What follows belongs to an exercise in optimizing a design on an open flow for small area and a short achievable clock period; a production flow would make more cautious choices.
Function was checked by simulation only, so behaviour that the tests miss may differ from the original.
The clock port is modelled as an ideal driver; clocking choices that lean on that would not hold on a real chip.
Power and IR drop assume default switching activity.

==> flow/design.v <==
package fir_rf_pkg;
   localparam logic WMODE_ABS  = 1'b0;
   localparam logic WMODE_PUSH = 1'b1;
   localparam logic RMODE_ABS  = 1'b0;
   localparam logic RMODE_TAP  = 1'b1;
   localparam int DEF_WIDTH = 16;
   localparam int DEF_DEPTH = 64;
   localparam int DEF_NCH   = 4;
endpackage
module fir_rf_ptr
#(
   parameter int DEPTH  = fir_rf_pkg::DEF_DEPTH,
   parameter int ADDR_W = $clog2(DEPTH)
) (
   input  logic              clk2,
   input  logic              rst,
   input  logic              push_i,
   input  logic              clr_i,
   input  logic [ADDR_W-1:0] tap_i,
   input  logic              tap_mode_i,   
   output logic [ADDR_W-1:0] head_o,
   output logic [7:0]        rd_lo_o,      
   output logic [7:0]        rd_bw_o,      
   output logic [7:0]        rd_hi0_o,     
   output logic [7:0]        rd_hi1_o,     
   output logic              tap_hit_o,
   output logic              full_o
);
   localparam logic [ADDR_W:0] FULL_CNT = (ADDR_W+1)'(DEPTH);
   logic [ADDR_W-1:0] head_q, head_d;
   logic [ADDR_W:0]   count_q, count_d;
   logic              full_q, full_d;
   logic [7:0]        hl1_q, hl1_d;      
   logic [7:0]        hh1_q, hh1_d;      
   logic [7:0]        ge_q, ge_d;        
   always_ff @(posedge clk2) begin
      if (rst) begin
         head_q  <= '0;
         count_q <= '0;
         full_q  <= 1'b0;
         hl1_q   <= 8'd1;
         hh1_q   <= 8'd1;
         ge_q    <= 8'hff;
      end else begin
         head_q  <= head_d;
         count_q <= count_d;
         full_q  <= full_d;
         hl1_q   <= hl1_d;
         hh1_q   <= hh1_d;
         ge_q    <= ge_d;
      end
   end
   always_comb begin
      hl1_d = hl1_q;
      hh1_d = hh1_q;
      ge_d  = ge_q;
      if (clr_i) begin
         hl1_d = 8'd1;
         hh1_d = 8'd1;
         ge_d  = 8'hff;
      end else if (push_i) begin
         hl1_d = {hl1_q[6:0], hl1_q[7]};
         ge_d  = hl1_q[7] ? 8'hff : {ge_q[6:0], 1'b0};
         if (hl1_q[7]) begin
            hh1_d = {hh1_q[6:0], hh1_q[7]};
         end
      end
   end
   always_comb begin
      head_d  = head_q;
      count_d = count_q;
      if (clr_i) begin
         head_d  = '0;
         count_d = '0;
      end else if (push_i) begin
         head_d = head_q + ADDR_W'(1);
         if (count_q != FULL_CNT) begin
            count_d = count_q + (ADDR_W+1)'(1);
         end
      end
      full_d = (count_d == FULL_CNT);
   end
   logic [7:0] hl1, hh1;             
   logic [7:0] rl_i, rh_i;           
   assign hl1 = hl1_q;
   assign hh1 = hh1_q;
   always_comb begin
      for (int k = 0; k < 8; k++) begin
         rl_i[k] = (tap_i[2:0] == 3'(k));
         rh_i[k] = (tap_i[5:3] == 3'(k));
      end
   end
   for (genvar k = 0; k < 8; k++) begin : g_lo
      logic [7:0] s, d;
      for (genvar j = 0; j < 8; j++) begin : g_j
         if (j == (2*k + 1) % 8) begin : g_abs
            assign s[j] = !tap_mode_i || hl1[j];
         end else begin : g_tap
            assign s[j] = tap_mode_i && hl1[j];
         end
         assign d[j] = rl_i[(j + 7 - k) % 8];
      end
      fir_rf_sel8 u_lo (.s (s), .d (d), .y (rd_lo_o[k]));
      assign rd_bw_o[k] = tap_mode_i && ge_q[k];
   end
   for (genvar m = 0; m < 8; m++) begin : g_hi
      logic [7:0] s0, d0, d1;
      for (genvar j = 0; j < 8; j++) begin : g_j
         if (j == (2*m) % 8) begin : g_abs
            assign s0[j] = !tap_mode_i || hh1[j];
         end else begin : g_tap
            assign s0[j] = tap_mode_i && hh1[j];
         end
         assign d0[j] = rh_i[(j + 8 - m) % 8];
         assign d1[j] = rh_i[(j + 7 - m) % 8];
      end
      fir_rf_sel8 u_hi0 (.s (s0),  .d (d0), .y (rd_hi0_o[m]));
      fir_rf_sel8 u_hi1 (.s (hh1), .d (d1), .y (rd_hi1_o[m]));
   end
   assign head_o    = head_q;
   assign tap_hit_o = ({1'b0, tap_i} < count_q);
   assign full_o    = full_q;
endmodule
module fir_rf_sel8 (
   input  logic [7:0] s,
   input  logic [7:0] d,
   output logic       y
);
   assign y = |(s & d);
endmodule
module fir_rf_ao22 (
   input  logic a0, b0, a1, b1,
   output logic y
);
   assign y = (a0 & b0) | (a1 & b1);
endmodule
module fir_rf_o21ai (
   input  logic a1, a2, b1,
   output logic y
);
   assign y = ~((a1 | a2) & b1);
endmodule
module fir_rf_and2 (
   input  logic a, b,
   output logic y
);
   assign y = a & b;
endmodule
module fir_rf_aoi22 (
   input  logic a0, b0, a1, b1,
   output logic y
);
   assign y = ~((a0 & b0) | (a1 & b1));
endmodule
module fir_rf_nand #(parameter int N = 4) (
   input  logic [N-1:0] a,
   output logic         y
);
   assign y = ~(&a);
endmodule
module fir_rf_nor #(parameter int N = 2) (
   input  logic [N-1:0] a,
   output logic         y
);
   assign y = ~(|a);
endmodule
module fir_tap_regfile
#(
   parameter int WIDTH  = fir_rf_pkg::DEF_WIDTH,
   parameter int DEPTH  = fir_rf_pkg::DEF_DEPTH,
   parameter int NCH    = fir_rf_pkg::DEF_NCH,
   parameter int ADDR_W = $clog2(DEPTH),
   parameter int CH_W   = (NCH > 1) ? $clog2(NCH) : 1
) (
   input  logic                    clk2,
   input  logic                    rst,
   input  logic                    wen,
   input  logic                    wmode,
   input  logic [CH_W-1:0]         wch,
   input  logic [ADDR_W-1:0]       waddr,
   input  logic signed [WIDTH-1:0] din,
   input  logic                    ren,
   input  logic                    rmode,
   input  logic [CH_W-1:0]         rch,
   input  logic [ADDR_W-1:0]       raddr,
   output logic signed [WIDTH-1:0] dout,
   output logic                    dout_vld,
   input  logic                    clr,
   input  logic [CH_W-1:0]         clr_ch,
   output logic [NCH-1:0]          full
);
   localparam int NENT = NCH * DEPTH;           
   localparam int NGRP = NENT / 8;              
   logic [ADDR_W-1:0]       head_w [NCH];
   logic [7:0]              plo_w [NCH];       
   logic [7:0]              pbw_w [NCH];
   logic [7:0]              ph0_w [NCH];
   logic [7:0]              ph1_w [NCH];
   logic [NCH-1:0]          tap_hit_w;
   logic signed [WIDTH-1:0] dout_q, dout_d;
   logic                    vld_q;
   logic                    rd_go;
   logic                    abs_bypass;
   logic                    byp_sel;
   logic                    hold_sel;
   logic [WIDTH-1:0]        word_q [NENT];
   logic [7:0]              gsel_la [NCH];      
   logic [7:0]              gsel_lb [NCH];      
   logic [7:0]              wlo, whi;
   always_comb begin
      for (int k = 0; k < 8; k++) begin
         wlo[k] = (waddr[2:0] == 3'(k));
         whi[k] = (waddr[5:3] == 3'(k));
      end
   end
   assign abs_bypass = (rmode == fir_rf_pkg::RMODE_ABS) && wen && (wmode == fir_rf_pkg::WMODE_ABS) &&
                       (wch == rch) && (waddr == raddr);
   assign rd_go    = ren && !rst;
   assign byp_sel  = rd_go && abs_bypass;
   assign hold_sel = !ren && !rst;
   logic miss_sel;
   logic kill_n;
   assign miss_sel = rd_go && (rmode == fir_rf_pkg::RMODE_TAP) && !tap_hit_w[rch];
   assign kill_n   = !(byp_sel || miss_sel);
   for (genvar c = 0; c < NCH; c++) begin : g_ch
      logic              push_c;
      logic              clr_c;
      logic              wsel_c;
      logic [7:0]        hlo_c, hhi_c;
      logic [7:0]        wlo_c, whi_c;
      logic              rsel_c;
      assign clr_c  = clr && (clr_ch == CH_W'(c));
      assign wsel_c = wen && !rst && (wch == CH_W'(c));
      assign push_c = wen && (wmode == fir_rf_pkg::WMODE_PUSH) && (wch == CH_W'(c));
      fir_rf_ptr #(.DEPTH(DEPTH), .ADDR_W(ADDR_W)) u_ptr (
         .clk2      (clk2),
         .rst       (rst),
         .push_i    (push_c),
         .clr_i     (clr_c),
         .tap_i     (raddr),
         .tap_mode_i(rmode == fir_rf_pkg::RMODE_TAP),
         .head_o    (head_w[c]),
         .rd_lo_o   (plo_w[c]),
         .rd_bw_o   (pbw_w[c]),
         .rd_hi0_o  (ph0_w[c]),
         .rd_hi1_o  (ph1_w[c]),
         .tap_hit_o (tap_hit_w[c]),
         .full_o    (full[c])
      );
      always_comb begin
         for (int k = 0; k < 8; k++) begin
            hlo_c[k] = (head_w[c][2:0] == 3'(k));
            hhi_c[k] = (head_w[c][5:3] == 3'(k));
         end
      end
      assign wlo_c = (wmode == fir_rf_pkg::WMODE_PUSH) ? hlo_c : wlo;
      assign whi_c = ((wmode == fir_rf_pkg::WMODE_PUSH) ? (hhi_c & {8{!clr_c}}) : whi) &
                     {8{wsel_c}};
      assign rsel_c = rd_go && (rch == CH_W'(c));
      assign gsel_la[c] = plo_w[c] &  pbw_w[c] & {8{rsel_c}};
      assign gsel_lb[c] = plo_w[c] & ~pbw_w[c] & {8{rsel_c}};
      for (genvar a = 0; a < DEPTH; a++) begin : g_word
         logic we;
         fir_rf_and2 u_we (.a (whi_c[a/8]), .b (wlo_c[a%8]), .y (we));
         always_ff @(posedge clk2) begin
            if (we) begin
               word_q[c*DEPTH+a] <= din;
            end
         end
      end
   end
   logic [NENT-1:0] rsel;
   for (genvar w = 0; w < NENT; w++) begin : g_rsel
      localparam int C = w / DEPTH;
      localparam int M = (w % DEPTH) / 8;
      localparam int K = w % 8;
      fir_rf_ao22 u_rsel (
         .a0 (gsel_la[C][K]), .b0 (ph1_w[C][M]),
         .a1 (gsel_lb[C][K]), .b1 (ph0_w[C][M]),
         .y  (rsel[w])
      );
   end
   for (genvar b = 0; b < WIDTH; b++) begin : g_bit
      logic [NGRP-1:0]    g8;       
      logic [NGRP/2-1:0]  g16_n;    
      logic [NGRP/8-1:0]  g64;      
      logic [NGRP/16-1:0] g128_n;   
      logic               ext_n;    
      for (genvar g = 0; g < NGRP; g++) begin : g_grp
         logic [7:0] d;
         for (genvar i = 0; i < 8; i++) begin : g_d
            assign d[i] = word_q[8*g+i][b];
         end
         fir_rf_sel8 u_sel (.s (rsel[8*g +: 8]), .d (d), .y (g8[g]));
      end
      for (genvar p = 0; p < NGRP/2; p++) begin : g_p
         fir_rf_nor #(.N(2)) u_nor (.a (g8[2*p +: 2]), .y (g16_n[p]));
      end
      for (genvar q = 0; q < NGRP/8; q++) begin : g_q
         fir_rf_nand #(.N(4)) u_nand (.a (g16_n[4*q +: 4]), .y (g64[q]));
      end
      for (genvar h = 0; h < NGRP/16; h++) begin : g_h
         fir_rf_o21ai u_nor (.a1 (g64[2*h]), .a2 (g64[2*h+1]), .b1 (kill_n), .y (g128_n[h]));
      end
      fir_rf_aoi22 u_ext (
         .a0 (byp_sel),  .b0 (din[b]),
         .a1 (hold_sel), .b1 (dout_q[b]),
         .y  (ext_n)
      );
      fir_rf_nand #(.N(3)) u_out (.a ({ext_n, g128_n}), .y (dout_d[b]));
   end
   always_ff @(posedge clk2) begin
      dout_q <= dout_d;
   end
   always_ff @(posedge clk2) begin
      if (rst) begin
         vld_q <= 1'b0;
      end else begin
         vld_q <= ren;
      end
   end
   assign dout     = dout_q;
   assign dout_vld = vld_q;
endmodule
==> flow/flow/run.sh <==
#!/bin/bash
# Layout flow: the standard ORFS flow (standard.sh) with these changes:
# - port buffers of a fast, resizable buffer cell (buf_4);
# - the delay cells (clkdlybuf4s*, dlygate*, dlymetal*) kept out of buffering,
#   on top of the platform's own don't-use list;
# - a clock tree of clkbuf_16 cells over sink clusters of at most 25 flops,
#   without dummy loads;
# - before CTS, flow/hook.tcl upsizes the drivers of the read tree's long nets.
# Each tool's full output stays in orfs/logs; make's own output goes to
# flow_make.log in this folder.
set -euo pipefail
cd "$(dirname "$0")/.."
bash standard.sh \
   "BUFFER_PORTS_ARGS=-buffer_cell sky130_fd_sc_hd__buf_4" \
   "DONT_USE_CELLS=sky130_fd_sc_hd__probe_p_8 sky130_fd_sc_hd__probec_p_8 sky130_fd_sc_hd__lpflow_bleeder_1 sky130_fd_sc_hd__lpflow_clkbufkapwr_1 sky130_fd_sc_hd__lpflow_clkbufkapwr_16 sky130_fd_sc_hd__lpflow_clkbufkapwr_2 sky130_fd_sc_hd__lpflow_clkbufkapwr_4 sky130_fd_sc_hd__lpflow_clkbufkapwr_8 sky130_fd_sc_hd__lpflow_clkinvkapwr_1 sky130_fd_sc_hd__lpflow_clkinvkapwr_16 sky130_fd_sc_hd__lpflow_clkinvkapwr_2 sky130_fd_sc_hd__lpflow_clkinvkapwr_4 sky130_fd_sc_hd__lpflow_clkinvkapwr_8 sky130_fd_sc_hd__lpflow_decapkapwr_12 sky130_fd_sc_hd__lpflow_decapkapwr_3 sky130_fd_sc_hd__lpflow_decapkapwr_4 sky130_fd_sc_hd__lpflow_decapkapwr_6 sky130_fd_sc_hd__lpflow_decapkapwr_8 sky130_fd_sc_hd__lpflow_inputiso0n_1 sky130_fd_sc_hd__lpflow_inputiso0p_1 sky130_fd_sc_hd__lpflow_inputiso1n_1 sky130_fd_sc_hd__lpflow_inputiso1p_1 sky130_fd_sc_hd__lpflow_inputisolatch_1 sky130_fd_sc_hd__lpflow_isobufsrc_1 sky130_fd_sc_hd__lpflow_isobufsrc_16 sky130_fd_sc_hd__lpflow_isobufsrc_2 sky130_fd_sc_hd__lpflow_isobufsrc_4 sky130_fd_sc_hd__lpflow_isobufsrc_8 sky130_fd_sc_hd__lpflow_isobufsrckapwr_16 sky130_fd_sc_hd__lpflow_lsbuf_lh_hl_isowell_tap_1 sky130_fd_sc_hd__lpflow_lsbuf_lh_hl_isowell_tap_2 sky130_fd_sc_hd__lpflow_lsbuf_lh_hl_isowell_tap_4 sky130_fd_sc_hd__lpflow_lsbuf_lh_isowell_4 sky130_fd_sc_hd__lpflow_lsbuf_lh_isowell_tap_1 sky130_fd_sc_hd__lpflow_lsbuf_lh_isowell_tap_2 sky130_fd_sc_hd__lpflow_lsbuf_lh_isowell_tap_4 sky130_fd_sc_hd__clkdlybuf4s15_1 sky130_fd_sc_hd__clkdlybuf4s15_2 sky130_fd_sc_hd__clkdlybuf4s18_1 sky130_fd_sc_hd__clkdlybuf4s18_2 sky130_fd_sc_hd__clkdlybuf4s25_1 sky130_fd_sc_hd__clkdlybuf4s25_2 sky130_fd_sc_hd__clkdlybuf4s50_1 sky130_fd_sc_hd__clkdlybuf4s50_2 sky130_fd_sc_hd__dlygate4sd1_1 sky130_fd_sc_hd__dlygate4sd2_1 sky130_fd_sc_hd__dlygate4sd3_1 sky130_fd_sc_hd__dlymetal6s2s_1 sky130_fd_sc_hd__dlymetal6s4s_1 sky130_fd_sc_hd__dlymetal6s6s_1" \
   "PRE_CTS_TCL=$PWD/flow/hook.tcl" \
   "CTS_ARGS=-sink_clustering_enable -repair_clock_nets -dont_use_dummy_load -root_buf sky130_fd_sc_hd__clkbuf_16 -buf_list sky130_fd_sc_hd__clkbuf_16 -sink_clustering_size 25 -sink_clustering_max_diameter 70" \
   finish > flow_make.log 2>&1
==> flow/flow/hook.tcl <==
# Pre-CTS hook: upsize the drivers of the read tree's long nets, which the
# synthesized netlist leaves at the smallest sizes. Nets are found by name:
# the OR tree's levels g_bit[b].g16_n, .g64 and .g128_n, dout_d[b] (the
# final NAND3); the read one-hots (g_rsel[w].u_rsel.a0/a1 for the low
# halves, u_hi0.y / u_hi1.y for the high halves), each of which runs to eight
# word-select gates across the channel's words, and the word selects
# g_rsel[w].u_rsel.y (sixteen loads each); and the write side's word enables
# (g_ch[c].g_word[a].u_we.y, sixteen enable pins each) and the channel
# one-hots that feed them (u_we.a / u_we.b); and the per-channel write and
# read enables (wsel_c, rsel_c), and kill_n (the output stage's drop).
proc my_resize {inst suffix} {
  set ref [get_property $inst ref_name]
  if {![regexp {^(sky130_fd_sc_hd__[a-z0-9]+)_[0-9]+$} $ref -> fam]} { return 0 }
  set new "${fam}_$suffix"
  if {$new eq $ref || [llength [get_lib_cells -quiet */$new]] == 0} { return 0 }
  replace_cell $inst [get_lib_cells */$new]
  return 1
}
proc my_drivers {netpat} {
  set insts {}
  foreach net [get_nets -quiet $netpat] {
    foreach p [get_pins -quiet -of_objects $net -filter "direction==output"] {
      lappend insts [get_cells -of_objects $p]
    }
  }
  return $insts
}
proc my_upsize {netpat suffix} {
  set n 0
  foreach inst [my_drivers $netpat] { incr n [my_resize $inst $suffix] }
  puts "my_upsize $netpat -> $suffix: $n"
}
proc my_upsize_fanin {netpat suffix} {
  set n 0
  foreach inst [my_drivers $netpat] {
    foreach ip [get_pins -of_objects $inst -filter "direction==input"] {
      foreach dp [get_pins -quiet -of_objects [get_nets -of_objects $ip] -filter "direction==output"] {
        set di [get_cells -of_objects $dp]
        if {[string match "*a22oi*" [get_property $di ref_name]]} { incr n [my_resize $di $suffix] }
      }
    }
  }
  puts "my_upsize_fanin $netpat -> $suffix: $n"
}
my_upsize {g_bit*.g8*} 2
my_upsize {g_bit*.g16_n*} 2
my_upsize {g_bit*.g64*} 4
my_upsize {g_bit*.g128_n*} 4
my_upsize {dout_d*} 2
my_upsize {g_rsel*.u_rsel.a*} 4
my_upsize {*u_hi0.y} 4
my_upsize {*u_hi1.y} 4
my_upsize {g_rsel*.u_rsel.y} 2
my_upsize {*g_word*.u_we.y} 2
my_upsize {*g_word*.u_we.a} 4
my_upsize {*g_word*.u_we.b} 4
my_upsize {*wsel_c*} 4
my_upsize {*rsel_c*} 4
my_upsize {kill_n} 4
# The flip-flops behind the output ports drive a wire to the port's buffer.
set n 0
foreach port [get_ports -quiet * -filter "direction==output"] {
  foreach bp [get_pins -quiet -of_objects [get_nets -quiet [get_full_name $port]] -filter "direction==output"] {
    set buf [get_cells -of_objects $bp]
    foreach ip [get_pins -of_objects $buf -filter "direction==input"] {
      foreach dp [get_pins -quiet -of_objects [get_nets -of_objects $ip] -filter "direction==output"] {
        incr n [my_resize [get_cells -of_objects $dp] 4]
      }
    }
  }
}
puts "my_upsize output flops -> 4: $n"
==> flow/standard.sh <==
#!/bin/bash
# synth_recipe.tcl (not shown) runs the flow's synth.tcl, then flattens the netlist and writes it again
# the make line also repeats each setting of config.mk as NAME=value (left out here)
make -C /OpenROAD-flow-scripts/flow DESIGN_CONFIG=/design/flow/config.mk WORK_HOME=/design/flow/orfs CLKGATE_MAP_FILE= SYNTH_SCRIPT=/design/flow/synth_recipe.tcl "${@:-finish}"
==> flow/config.mk <==
export PLATFORM = sky130hd
export DESIGN_NAME = fir_tap_regfile
export DESIGN_NICKNAME = fir_tap_regfile
export VERILOG_FILES = /design/flow/design.v
export SDC_FILE = /design/flow/constraint.sdc
export NUM_CORES = 4
export LEC_CHECK = 0
export CAP_MARGIN = 20
export CORE_MARGIN = 2
export CORE_UTILIZATION = 65
export GPL_TIMING_DRIVEN = 0
export PLACE_DENSITY = 0.75
export SETUP_SLACK_MARGIN = 2.6
export SLEW_MARGIN = 20
export SYNTH_HIERARCHICAL = 1
export SYNTH_MEMORY_MAX_BITS = 8192
export TNS_END_PERCENT = 20
==> flow/constraint.sdc <==
create_clock -name core_clock -period 5.0 [get_ports {clk2}]
set_input_delay 1.0000 -clock core_clock [delete_from_list [all_inputs] [get_ports {clk2}]]
set_output_delay 1.0000 -clock core_clock [all_outputs]
set_load 0.01 [all_outputs]
==> results of run 1 <==
[flip-flops by register name, summed over array words and instances, names as in the netlist]
name	flops
g_ch.u_ptr.hh1_q	32
word_q	4096
dout_q	16
g_ch.u_ptr.ge_q	32
g_ch.u_ptr.hl1_q	28
g_ch.u_ptr.count_q	28
g_ch.u_ptr.head_q	24
vld_q	1
g_ch.u_ptr.full_q	4
[routing by layer]
layer,vias up,global-route usage [%]
li1,40825,-
met1,50314,49.8
met2,6804,55.1
met3,1116,8.58
met4,6,16.8
met5,-,0
[layout make-up]
class | instances | area (µm²) | area share, %
diodes | 22 | 55.1 | 0.0295
plain buffers | 67 | 508 | 0.272
clock buffers | 203 | 5080 | 2.72
inverters | 38 | 143 | 0.0765
multi-input cells | 4935 | 46700 | 25.1
flip-flops and latches | 4261 | 126000 | 67.8
well taps | 3220 | 4030 | 2.16
repair buffers | 413 | 3590 | 1.93
[worst max-delay path: cells and delay by family]
family / cells / cell delay (ps)
simple gates: 6 / 1390
compound gates: 4 / 1380
buf+inv: 2 / 360
[what timing repair did]
item,in CTS,in global routing
setup endpoints to repair,4273,3525
pin swaps,210,151
buffers inserted,161,121
resized for setup,653,320
gates cloned,21,10
[worst max path at each step]
stage | from | end | slack, ps
5_1_grt | raddr[4] | dout_q[2]$_DFF_P_ | 1510
3_3_place_gp | rmode | dout_q[6]$_DFF_P_ | -720
4_1_cts | rmode | dout_q[14]$_DFF_P_ | 1710
6_report | raddr[4] | dout_q[3]$_DFF_P_ | 1460
3_5_place_dp | rmode | dout_q[1]$_DFF_P_ | -890
2_1_floorplan | rmode | dout_q[0]$_DFF_P_ | 1950
[Yosys stat by module, one instance, submodules excluded, a selection]
module	flip-flops and latches	area (µm²)
fir_rf_and2	0	6.26
fir_rf_ao22	0	8.76
fir_rf_aoi22	0	12.5
fir_rf_o21ai	0	5.00
fir_rf_sel8	0	36.3
fir_tap_regfile	4113	125000
[per-stage QoR]
| step | setup slack (ps) | utilization [%] | instance area [µm²] |
|---|---|---|---|
| after global routing | 1510 | 75.9 | 186000 |
| final | 1460 | 75.9 | 187000 |
| after detailed placement | -888 | 68.7 | 169000 |
| after CTS | 1710 | 75.0 | 184000 |
| after global placement | -718 | 68.1 | 167000 |
| after floorplan | 1950 | - | 163000 |
[placed cells by master (no fill, tap or decap), types with 102 or more instances in the layout]
| cell type | count |
|---|---|
| a22oi_2 | 262 |
| and2_4 | 102 |
| a22o_4 | 220 |
| edfxtp_1 | 4096 |
| clkbuf_16 | 206 |
| nand2_1 | 163 |
| nand4_2 | 498 |
| nor2_2 | 109 |
| nor2_4 | 187 |
| and2_2 | 197 |
| a22oi_1 | 2186 |
| nand4_4 | 143 |
| buf_1 | 138 |
| dfxtp_1 | 138 |
[kinds of logic (layout without fill, tap and decap cells)]
family          after synthesis  in the layout  share of synthesized area (%)
other cells                   0             22                              0
buf+inv                     105            721                          0.277
compound gates             2901           2917                           13.7
mux                          57             57                          0.363
fa+ha+maj                    32             32                          0.249
flops                      4261           4261                           78.6
xor+xnor                     44             44                          0.240
simple gates               1871           1885                           6.57
[power by group through the flow]
stage               registers, W  clock network (W)  logic, W
floorplan                 0.0400                  0  0.000454
global placement          0.0401                  0   0.00140
detailed placement        0.0400                  0   0.00159
CTS                       0.0392             0.0173   0.00184
global route              0.0392             0.0185   0.00202
finish                    0.0392             0.0173   0.00197
==> qor.csv, run 1 <==
metric,value,unit
worst hold path endpoint,word_q[110][4]$_DFFE_PP_,
clock share of power,29.6,%
R2R depth,11,
sequential-to-total area share from yosys stat,78.6,%
clock sink count,4261,
"Hold-fix buffers, CTS",0,
Slew headroom,24.2,%
Worst R2R End,dout_q[3]$_DFF_P_,
share of the synthesized area in the top cell type,76.6,%
DPL Wire Length,276000,µm
GP Congestion,0.948,
# fillers,13402,
I/O pins,62,
Worst Path Required,5760,ps
main area contributors after synthesis,"edfxtp_1 77%, a22oi_1 11%, nand4_1 2.7%, dfxtp_1 2.1%, a22o_1 1.4%",
hold path cells,1,
switching share of power,19.9,%
share of layout cells above drive strength 1,26.3,%
core footprint,246000,µm²
syn_nets,9344,
Max Fclk,283,MHz
synthesized flop and latch total,4261,
Yosys warning count,19,
"FFs w/ async S/R, synth",0,%
Hold Crit Class,input port to register,
min Tclk post-route,3540,ps
P_int,0.0468,W
Final nets,9992,
worst-margin pin slew,1130,ps
DR WL met3,58200,µm
Hold Crit Start,din[4],
worst vdd ir,0.000425,V
Congestion Overflow GR,0,
status,no timing/DRC/antenna violations,
Tcrit/Tclk final,70.7,%
max layer used,met5,
Iter 0 DRT Violations,15064,
Initial DRT Pass Iterations,10,
PD cells,313,nW/µm²
Routed Antenna Nets,0,
critical path peak fanout,37,
final hold slack,462,ps
TritonCTS clock tree,done,
Combinational Power Share,3.4,%
Vias,99065,
RR Startpoint,g_ch[2].u_ptr.hh1_q[2]$_SDFFE_PP0P_,
Most used DFF post-synth,edfxtp_1,
crit path kind,input port to register,
Total Power,0.0584,W
Remaining DRCs,0,
CP max-delay cell,and3_2,
number of synthesized flops with an enable pin,4096,
TNS Setup,0,ps
mapped cell area,161000,µm²
Die Ht,501,µm
unrepaired setup endpoints after global routing,true,
cell taking the most area after synthesis,edfxtp_1,
synth unique cells,60,
first-pass GRT wire length,654000,µm
final hold violation count,0,
cell mode on critical path,nand4_4,
Final Setup Violations,0,
Area growth syn-to-layout,16.1,%
Clock Latency Late Sink,900,ps
CP Cell Sequence,"buf_16, and3_2, a22oi_1, nand4_4, buf_6, a22o_4, a22oi_2, nand4_2, nor2_4, nand4_4, o21ai_4, nand3_2",
Worst Setup End Kind,register,
WL final,464000,µm
"count leader, synth",edfxtp_1,
TritonCTS buffer count,203,
row cnt,182,
met2 routed WL,215000,µm
number of max-cap violations,0,
Global Route Usage Sum,36.1,%
CP Launch Type,input port,
Die X,501,µm
clock skew,88.7,ps
Lkg Pwr,55.8,nW
Slew Limit Fails,0,
Synth top cells by count,"4096 x edfxtp_1, 2432 x a22oi_1, 694 x nand4_1",
"CTS clk-pin slew, worst paths",90,ps
vias in the first global route,93941,
syn avg cell area,17.3,µm²
pin count of the biggest net entering global routing,123,
Switch Pwr,0.0116,W
die area,251000,µm²
dpl cells,12621,
Layout Cells excl Fill,13159,
# port buffers,56,
initial antenna violation count,26,
DR WL/cell,35.3,µm
Worst path max stage delay,470,ps
"reg-to-reg slack, setup",1550,ps
Cells after Synth,9271,
Starting Density,65.4,%
WL met1,165000,µm
routed via count divided by cell count,7.53,
Seq pwr share,67.0,%
WP data arrival,4300,ps
==> inputs of run 2 (changes only) <==
--- a/flow/flow/hook.tcl
+++ b/flow/flow/hook.tcl
@@ -43,5 +43,4 @@
   puts "my_upsize_fanin $netpat -> $suffix: $n"
 }
-my_upsize {g_bit*.g8*} 2
 my_upsize {g_bit*.g16_n*} 2
 my_upsize {g_bit*.g64*} 4
--- a/flow/config.mk
+++ b/flow/config.mk
@@ -15,3 +15,3 @@
 export SYNTH_HIERARCHICAL = 1
 export SYNTH_MEMORY_MAX_BITS = 8192
-export TNS_END_PERCENT = 20
+export TNS_END_PERCENT = 10
==> run 2 against run 1 <==
  * Cell area is 0.73% lower
  * Global-route usage increased by 1.1 points
  * Setup slack worse by 9.0 ps
  * Sequential share of layout area up 0.50 points
  * Critical path depth is 3 higher
  * Combinational power increased by 6%
  * Via count rose by 1.8%
  * Highest routed layer unchanged
  * Die area did not move
  * Clock power barely moved
  * Core utilization down 0.56 points
  * Non-clock buffer count rose by 207
  * Still clean on timing, DRC and antenna
  * Hold slack lost 42 ps
==> qor.csv, run 2 <==
metric,value,unit
crit path kind,input port to register,
die area,251000,µm²
post-place setup slack,-838,ps
Die Ht,501,µm
Lkg Pwr,56.6,nW
Yosys warning count,19,
vias in the first global route,95227,
PD cells,317,nW/µm²
"commonest non-fill, non-tap cell in the layout",edfxtp_1,
first-pass GRT wire length,672000,µm
"reg-to-reg slack, setup",1540,ps
Reg with most FFs,word_q,
worst hold path endpoint,word_q[194][8]$_DFFE_PP_,
number of max-cap violations,0,
share of layout cells above drive strength 1,21.8,%
WP data arrival,4320,ps
cell taking the most area after synthesis,edfxtp_1,
Synth top cells by count,"4096 x edfxtp_1, 2432 x a22oi_1, 694 x nand4_1",
PnR worst setup slack,1450,ps
mux cell area share after synthesis,0.363,%
TritonCTS clock tree,done,
"FFs w/ async S/R, synth",0,%
Starting Density,65.4,%
min Tclk post-route,3550,ps
post-synthesis compound-gate area fraction,13.7,%
Area growth syn-to-layout,15.3,%
sequential-to-total area share from yosys stat,78.6,%
worst path bufs/invs,4,
critical path peak fanout,8,
family with the most delay on the worst path,simple AND/OR/NAND/NOR gates,
Congestion Overflow GR,0,
DR WL/cell,35.4,µm
Worst Path Required,5780,ps
initial antenna violation count,30,
routed via count divided by cell count,7.52,
pin count of the biggest net entering global routing,122,
Tcrit/Tclk final,70.9,%
syn avg cell area,17.3,µm²
post-synthesis xor/xnor area fraction,0.240,%
biggest regs,"word_q (4096), g_ch.u_ptr.ge_q (32), g_ch.u_ptr.hh1_q (32)",
multi-input gate area in the final layout,43700,µm²
Vias,100809,
row cnt,182,
Post-Synth Adder-Cell Area,0.249,%
clock skew,67.8,ps
"count leader, synth",edfxtp_1,
max reg flops,4096,
Slew headroom,32.5,%
I/O pins,62,
Hold Crit Class,input port to register,
synth unique cells,60,
Iter 0 DRT Violations,16595,
register area,126000,µm²
Routed Antenna Nets,0,
unrepaired setup endpoints after global routing,true,
DPL Wire Length,276000,µm
Hold Crit Start,din[8],
Max Fclk,282,MHz
Cells after Synth,9271,
Remaining DRCs,0,
Die X,501,µm
final hold violation count,0,
clock sink count,4261,
number of synthesized flops with an enable pin,4096,
TritonCTS buffer count,206,
hold path cells,1,
main area contributors after synthesis,"edfxtp_1 77%, a22oi_1 11%, nand4_1 2.7%, dfxtp_1 2.1%, a22o_1 1.4%",
worst vdd ir,0.000374,V
core footprint,246000,µm²
syn_nets,9344,
Slew Limit Fails,0,
GP Congestion,0.949,
Finished Core Util,75.4,%
Worst path max stage delay,460,ps
Initial DRT Pass Iterations,7,
Final Setup Violations,0,
Final nets,10240,
Clock Latency Late Sink,900,ps
WL final,474000,µm
CP max-delay cell,o21ai_4,
CP Cell Sequence,"buf_16, clkbuf_16, and2_4, a22oi_1, nand4_1, buf_6, and3_4, a22o_4, buf_6, a22oi_1, nand4_1, nor2_4, nand4_4, o21ai_4, nand3_2",
R2R depth,13,
most frequent cells in the layout,"4096 x edfxtp_1, 2196 x a22oi_1, 566 x nand4_1",
# fillers,13717,
"CTS clk-pin slew, worst paths",90,ps
Worst Setup End Kind,register,
mapped cell area,161000,µm²
Worst R2R End,dout_q[2]$_DFF_P_,
RR Startpoint,g_ch[0].u_ptr.ge_q[0]$_SDFFE_PP1P_,
share of the synthesized area in the top cell type,76.6,%
Global Route Usage Sum,37.2,%
main combinational cell family by area after synthesis,compound AO/OA/AOI/OAI gates,
# port buffers,56,
synthesized flop and latch total,4261,
CP Launch Type,input port,
status,no timing/DRC/antenna violations,
Post-Synth Simple-Gate Area,6.57,%
worst-margin pin slew,1010,ps
Most used DFF post-synth,edfxtp_1,
run 2: layout make-up:
type	instances	area share, %
diodes	15	0.0203
plain buffers	67	0.307
clock buffers	206	2.78
inverters	38	0.0770
multi-input cells	4973	23.6
flip-flops and latches	4261	68.3
well taps	3220	2.18
repair buffers	620	2.79
run 2: power breakdown:
group | switching, W | leakage [nW] | internal, W
sequential | 0.0000590 | 38.2 | 0.0391
clock | 0.0102 | 2.54 | 0.00731
combinational | 0.00155 | 15.9 | 0.000539
total | 0.0118 | 56.6 | 0.0470
run 2: what timing repair did:
item / 4_1_cts / 5_1_grt
hold buffers: 0 / 0
setup endpoints to repair: 4264 / 3836
cloned: 78 / 1
buffers inserted: 357 / 117
hold endpoints to repair: 0 / 0
gates resized for setup: 881 / 181
pin swaps: 376 / 208
run 2: kinds of logic (layout without fill, tap and decap cells):
family | count (synthesis) | after routing
compound gates | 2901 | 2945
xor+xnor | 44 | 44
fa+ha+maj | 32 | 32
buf+inv | 105 | 931
flops | 4261 | 4261
mux | 57 | 57
other cells | 0 | 15
simple gates | 1871 | 1895
run 2: worst max-delay path by stage:
stage             start            endpoint  slack, ps  depth (start not counted)
6_report          rmode   dout_q[2]$_DFF_P_       1450                         15
5_1_grt        raddr[0]   dout_q[2]$_DFF_P_       1430                         16
4_1_cts             rst  dout_q[13]$_DFF_P_       1690                         16
3_5_place_dp      rmode   dout_q[6]$_DFF_P_       -840                         13
3_3_place_gp      rmode   dout_q[6]$_DFF_P_       -820                         13
2_1_floorplan     rmode   dout_q[0]$_DFF_P_       1950                         12
run 2: per-stage QoR:
stage / hold WS (ps) / instance area, µm² / setup TNS, ps / total power (W) / instances
2_1_floorplan: 433 / 163000 / 0 / 0.0404 / 9271
3_3_place_gp: 451 / 167000 / -491120 / 0.0414 / 12547
3_5_place_dp: 452 / 169000 / -11460 / 0.0416 / 12624
4_1_cts: 377 / 184000 / 0 / 0.0587 / 13265
5_1_grt: 401 / 185000 / 0 / 0.0599 / 13395
6_report: 420 / 185000 / 0 / 0.0588 / 13400
run 2: metal layers:
metal	routed length, µm	global-route usage (%)	vias to the layer above
met3	58700	7.98	1330
met4	31200	19.8	6
li1	-	-	41438
met5	47	0	-
met1	169000	51.7	50732
met2	215000	56.1	7303
run 2: per-module statistics from Yosys (local to each module, per instance), a selection:
| module | times used | flops+latches |
|---|---|---|
| fir_rf_o21ai | 32 | 0 |
| fir_tap_regfile | 1 | 4113 |
| fir_rf_and2 | 256 | 0 |
| fir_rf_ao22 | 256 | 0 |
| fir_rf_sel8 | 608 | 0 |
| fir_rf_aoi22 | 16 | 0 |
==> inputs of run 3 (changes only) <==
--- a/flow/flow/hook.tcl
+++ b/flow/flow/hook.tcl
@@ -43,4 +43,5 @@
   puts "my_upsize_fanin $netpat -> $suffix: $n"
 }
+my_upsize {g_bit*.g8*} 2
 my_upsize {g_bit*.g16_n*} 2
 my_upsize {g_bit*.g64*} 4
--- a/flow/config.mk
+++ b/flow/config.mk
@@ -8,7 +8,7 @@
 export CAP_MARGIN = 20
 export CORE_MARGIN = 2
-export CORE_UTILIZATION = 65
+export CORE_UTILIZATION = 78
 export GPL_TIMING_DRIVEN = 0
-export PLACE_DENSITY = 0.75
+export PLACE_DENSITY = 0.85
 export SETUP_SLACK_MARGIN = 2.6
 export SLEW_MARGIN = 20
==> run 3 against run 2 <==
  * The run now fails in global routing (5_1_grt)
  * Synthesized cell count unchanged
  * Area after synthesis unchanged
==> qor.csv, run 3 <==
metric,value,unit
First Err,[ERROR GRT-0232] Routing congestion too high. Check the congestion heatmap in the GUI.,
DPL Wire Length,275000,µm
synthesized flop and latch total,4261,
Yosys warning count,19,
pin count of the biggest net entering global routing,124,
clock sink count,4261,
initial antenna violation count,60,
share of the synthesized area in the top cell type,76.6,%
syn avg cell area,17.3,µm²
Congestion Overflow GR,132,
GP Congestion,0.965,
sequential-to-total area share from yosys stat,78.6,%
synth unique cells,60,
I/O pins,62,
main area contributors after synthesis,"edfxtp_1 77%, a22oi_1 11%, nand4_1 2.7%, dfxtp_1 2.1%, a22o_1 1.4%",
"Hold-fix buffers, CTS",0,
Starting Density,78.5,%
cell taking the most area after synthesis,edfxtp_1,
status,stopped before the end,
Die Ht,458,µm
number of synthesized flops with an enable pin,4096,
post-place setup slack,-752,ps
dpl cells,12086,
mapped cell area,161000,µm²
Die X,458,µm
"FFs w/ async S/R, synth",0,%
worst_ep grt,dout_q[13]$_DFF_P_/D,
Worst-path end type,register data pin,
row cnt,166,
Most used DFF post-synth,edfxtp_1,
last stage reached,global routing (5_1_grt),
Synth top cells by count,"4096 x edfxtp_1, 2432 x a22oi_1, 694 x nand4_1",
syn_nets,9344,
TritonCTS buffer count,196,
Global Route Usage Sum,72.2,%
# port buffers,56,
"count leader, synth",edfxtp_1,
Cells after Synth,9271,
## run 3: cell counts after synthesis
No cell type changed its count.
## run 3: how the worst max path moves through the flow
stage | cells after the start | slack [ps] | start | to
after detailed placement | 11 | -750 | raddr[5] | dout_q[13]$_DFF_P_
after global placement | 5 | -600 | wmode | word_q[249][10]$_DFFE_PP_
after floorplan | 12 | 1950 | rmode | dout_q[0]$_DFF_P_
after CTS | 17 | 1700 | rmode | dout_q[1]$_DFF_P_
## run 3: routing by layer
metal	GRT overflow	global-route usage (%)
met5	3	27.1
met1	4	75.9
met3	4	54.2
met4	58	66.0
met2	63	89.6
## run 3: power by group through the flow
stage | Combinational (W) | Clock (W) | Sequential (W)
after CTS | 0.00192 | 0.0170 | 0.0392
after detailed placement | 0.00155 | 0 | 0.0400
after global placement | 0.00136 | 0 | 0.0401
after floorplan | 0.000447 | 0 | 0.0400
## run 3: cell families after synthesis
kind of cell	synth area share (%)
and+or+nand+nor	6.57
AOI/OAI and AO/OA	13.7
adders and majority gates	0.249
xor gates and xnor gates	0.240
DFF	78.6
buffers and inverters	0.277
muxes	0.363
## run 3: modules after synthesis, one instance, submodules excluded, a selection
module,cell area (µm²),flip-flops and latches
fir_rf_and2,6.26,0
fir_rf_sel8,36.3,0
fir_rf_aoi22,12.5,0
fir_rf_ao22,8.76,0
fir_rf_o21ai,5.00,0
fir_tap_regfile,125000,4113
## run 3: repair_timing
item / 4_1_cts
setup buffers: 309
gates resized for setup: 1143
setup endpoints to repair: 4273
gates cloned: 71
pin swaps: 410
## run 3: through the flow
stage          hold WS, ps  instance area, µm²  TNS, ps
3_3_place_gp           448              166000  -508460
4_1_cts                329              188000        0
3_5_place_dp           455              168000    -8180
2_1_floorplan          433              163000        0
==> inputs of run 4 (changes only) <==
--- a/flow/config.mk
+++ b/flow/config.mk
@@ -8,7 +8,7 @@
 export CAP_MARGIN = 20
 export CORE_MARGIN = 2
-export CORE_UTILIZATION = 78
-export GPL_TIMING_DRIVEN = 0
-export PLACE_DENSITY = 0.85
+export CORE_UTILIZATION = 70
+export GPL_TIMING_DRIVEN = 1
+export PLACE_DENSITY = 0.8
 export SETUP_SLACK_MARGIN = 2.6
 export SLEW_MARGIN = 20
==> run 4 against run 3 <==
  * Now clean on timing, DRC and antenna
  * Synthesized cell count did not move
  * Area after synthesis did not move
==> qor.csv, run 4 <==
metric,value,unit
number of max-cap violations,0,
TritonCTS buffer count,200,
TritonCTS clock tree,done,
Worst Path Required,5730,ps
Yosys warning count,19,
unrepaired setup endpoints after global routing,true,
share of the synthesized area in the top cell type,76.6,%
share of layout cells above drive strength 1,29.1,%
"FFs w/ async S/R, synth",0,%
met1 Resource Use GR,55.8,%
Vias,103644,
WP data arrival,4350,ps
sequential-to-total area share from yosys stat,78.6,%
Iter 0 DRT Violations,18228,
RR Startpoint,g_ch[0].u_ptr.hh1_q[5]$_SDFFE_PP0P_,
first-pass GRT wire length,695000,µm
multi-input gate area in the final layout,46400,µm²
syn_nets,9344,
Worst Setup End Kind,register,
crit path kind,input port to register,
Reg with most FFs,word_q,
R2R depth,14,
worst vdd ir,0.000423,V
mapped cell area,161000,µm²
main area contributors after synthesis,"edfxtp_1 77%, a22oi_1 11%, nand4_1 2.7%, dfxtp_1 2.1%, a22o_1 1.4%",
hold path cells,2,
CP Cell Sequence,"buf_16, buf_8, and3b_2, a22oi_1, nand4_1, and3_4, buf_1, a22o_4, a22oi_1, nand4_2, nor2_4, buf_6, nand4_4, buf_6, o21ai_4, buf_4, nand3_2",
core footprint,228000,µm²
Die Ht,483,µm
synth unique cells,60,
worst hold path endpoint,g_ch[0].u_ptr.ge_q[0]$_SDFFE_PP1P_,
"Hold-fix buffers, CTS",0,
Most used DFF post-synth,edfxtp_1,
final hold violation count,0,
Initial DRT Pass Iterations,7,
most frequent cells in the layout,"4096 x edfxtp_1, 2093 x a22oi_1, 505 x nand4_2",
clock skew,88.5,ps
row cnt,175,
status,no timing/DRC/antenna violations,
family with the most delay on the worst path,simple AND/OR/NAND/NOR gates,
"count leader, synth",edfxtp_1,
CP max-delay cell,and3_4,
initial antenna violation count,31,
syn avg cell area,17.3,µm²
Tcrit/Tclk final,72.5,%
CP Launch Type,input port,
busiest grt layer,met2,
Starting Density,70.5,%
met3 usage,9.41,%
critical path peak fanout,26,
Final nets,10401,
Final Setup Violations,0,
Finished Core Util,82.5,%
clock sink count,4261,
max reg flops,4096,
# fillers,10602,
Congestion Overflow GR,0,
routed via count divided by cell count,7.75,
final hold slack,470,ps
DR WL/cell,36.9,µm
Hold Crit Class,register to register,
Clock Latency Late Sink,910,ps
vias in the first global route,98843,
Routed Antenna Nets,0,
"reg-to-reg slack, setup",1450,ps
die area,233000,µm²
Die X,483,µm
GP Congestion,0.967,
Cells after Synth,9271,
Synth top cells by count,"4096 x edfxtp_1, 2432 x a22oi_1, 694 x nand4_1",
placed cell areas,170000,µm²
biggest regs,"word_q (4096), g_ch.u_ptr.ge_q (32), g_ch.u_ptr.hh1_q (32)",
WL final,493000,µm
worst path bufs/invs,6,
"commonest non-fill, non-tap cell in the layout",edfxtp_1,
Remaining DRCs,0,
cell taking the most area after synthesis,edfxtp_1,
I/O pins,62,
Slew Limit Fails,0,
pin count of the biggest net entering global routing,138,
"CTS clk-pin slew, worst paths",90,ps
DPL Wire Length,293000,µm
Hold Crit Start,g_ch[0].u_ptr.ge_q[0]$_SDFFE_PP1P_,
# port buffers,61,
min Tclk post-route,3620,ps
fin area,188000,µm²
worst-margin pin slew,1320,ps
met2 GRT Util,63.7,%
PD cells,311,nW/µm²
Max Fclk,276,MHz
Slew headroom,12.1,%
Worst R2R End,dout_q[5]$_DFF_P_,
Lkg Pwr,57.1,nW
number of synthesized flops with an enable pin,4096,
Global Route Usage Sum,41.6,%
register area,126000,µm²
Area growth syn-to-layout,17.0,%
synthesized flop and latch total,4261,
Worst path max stage delay,350,ps
==> run 4: cell counts after synthesis <==
No cell type changed its count.
==> run 4: repair_timing <==
item                       4_1_cts  5_1_grt
buffers inserted               106      120
gates resized for setup        603      348
pin swaps                      139      140
setup endpoints to repair     4270     3444
cloned                           6       11
==> run 4: Yosys stat by module, one instance, submodules excluded, a selection <==
module           cells  times used  cell area (µm²)
fir_rf_o21ai         1          32             5.00
fir_rf_and2          1         256             6.26
fir_rf_aoi22         1          16             12.5
fir_rf_ao22          1         256             8.76
fir_rf_sel8          5         608             36.3
fir_tap_regfile   4419           1           125000
==> run 4: worst min-delay path, delay by kind of cell (launching register included) <==
family / cells / cell delay (ps)
buf+inv: 1 / 50
flops: 1 / 320
compound gates: 1 / 60
==> run 4: how the worst max path moves through the flow <==
stage / start / end / slack, ps / depth (start not counted)
after detailed placement: rmode / dout_q[7]$_DFF_P_ / -980 / 14
after global placement: rmode / dout_q[7]$_DFF_P_ / -890 / 14
after floorplan: rmode / dout_q[0]$_DFF_P_ / 1950 / 12
after CTS: rmode / dout_q[5]$_DFF_P_ / 1550 / 17
after global routing: rmode / dout_q[1]$_DFF_P_ / 1410 / 18
final: raddr[1] / dout_q[5]$_DFF_P_ / 1380 / 17
==> run 4: cells by family after synthesis <==
kind of cell	Yosys count	share of synthesized area (%)
XOR/XNOR	44	0.240
adder cells (fa/ha/maj)	32	0.249
flip-flops	4261	78.6
AND/OR/NAND/NOR	1871	6.57
AO/OA/AOI/OAI	2901	13.7
buffers and inverters	105	0.277
multiplexers	57	0.363
==> run 4: cell type report <==
cell class                      count  area share, %
Inverter                           38         0.0759
Timing Repair Buffer              912           3.25
Clock buffer                      200           2.66
Antenna cell                       32         0.0426
Multi-Input combinational cell   4915           24.7
Tap cell                         3009           2.00
Sequential cell                  4261           67.3
==> run 4: layer usage <==
metal,vias to the layer above,share of wire (%)
met5,-,0.011
met4,8,7.4
met3,1624,14
met2,8900,46
met1,51510,33
li1,41602,-
==> run 4: power by group <==
group          switching (W)  leakage (nW)  total [W]  internal [W]
clock                 0.0101          2.46     0.0172       0.00711
combinational        0.00153          16.5    0.00202      0.000494
sequential          0.000139          38.2     0.0393        0.0391
==> run 4: stage by stage <==
| stage | total power (W) | setup TNS, ps | setup slack (ps) | std cells |
|---|---|---|---|---|
| finish | 0.0585 | 0 | 1380 | 13367 |
| floorplan | 0.0404 | 0 | 1950 | 9271 |
| global placement | 0.0416 | -8290 | -889 | 12890 |
| global route | 0.0595 | 0 | 1410 | 13352 |
| CTS | 0.0582 | 0 | 1550 | 13203 |
| detailed placement | 0.0417 | -8700 | -981 | 12891 |

[what the ideal ports hide]
The flow's constraints put no driver on any port. The routed layouts listed below were extracted and timed again, unchanged, in two steps.
Step 1: set_driving_cell puts a clkbuf_16 on clk2 and a buf_2 on each other input, an assumption about the parent block.
Step 2 adds t to the input delays and takes it off the output delays; t is the mean of the earliest and latest rising clock arrival at the registers after step 1. Input paths then give back, and output paths get back, about the clock's delay inside the block.
Slacks: ideal ports / drivers / drivers and shift; pairs: ideal ports / drivers.
run	shift t [ns]	setup slack, ns	worst setup path at the end	worst slew at a driven data input, ns	cell pins on the clock port's net
run 1	0.944	1.464 / 1.390 / 0.446	input to register	0.36	1
run 2	0.970	1.455 / 1.178 / 0.209	input to register	0.47	1
run 4	0.964	1.376 / 1.147 / 0.184	input to register	0.40	1
After both steps every run listed still meets setup and hold. The setup slack of run 2, which loses most, moves by -0.277 ns with the drivers and by -1.246 ns with both steps.
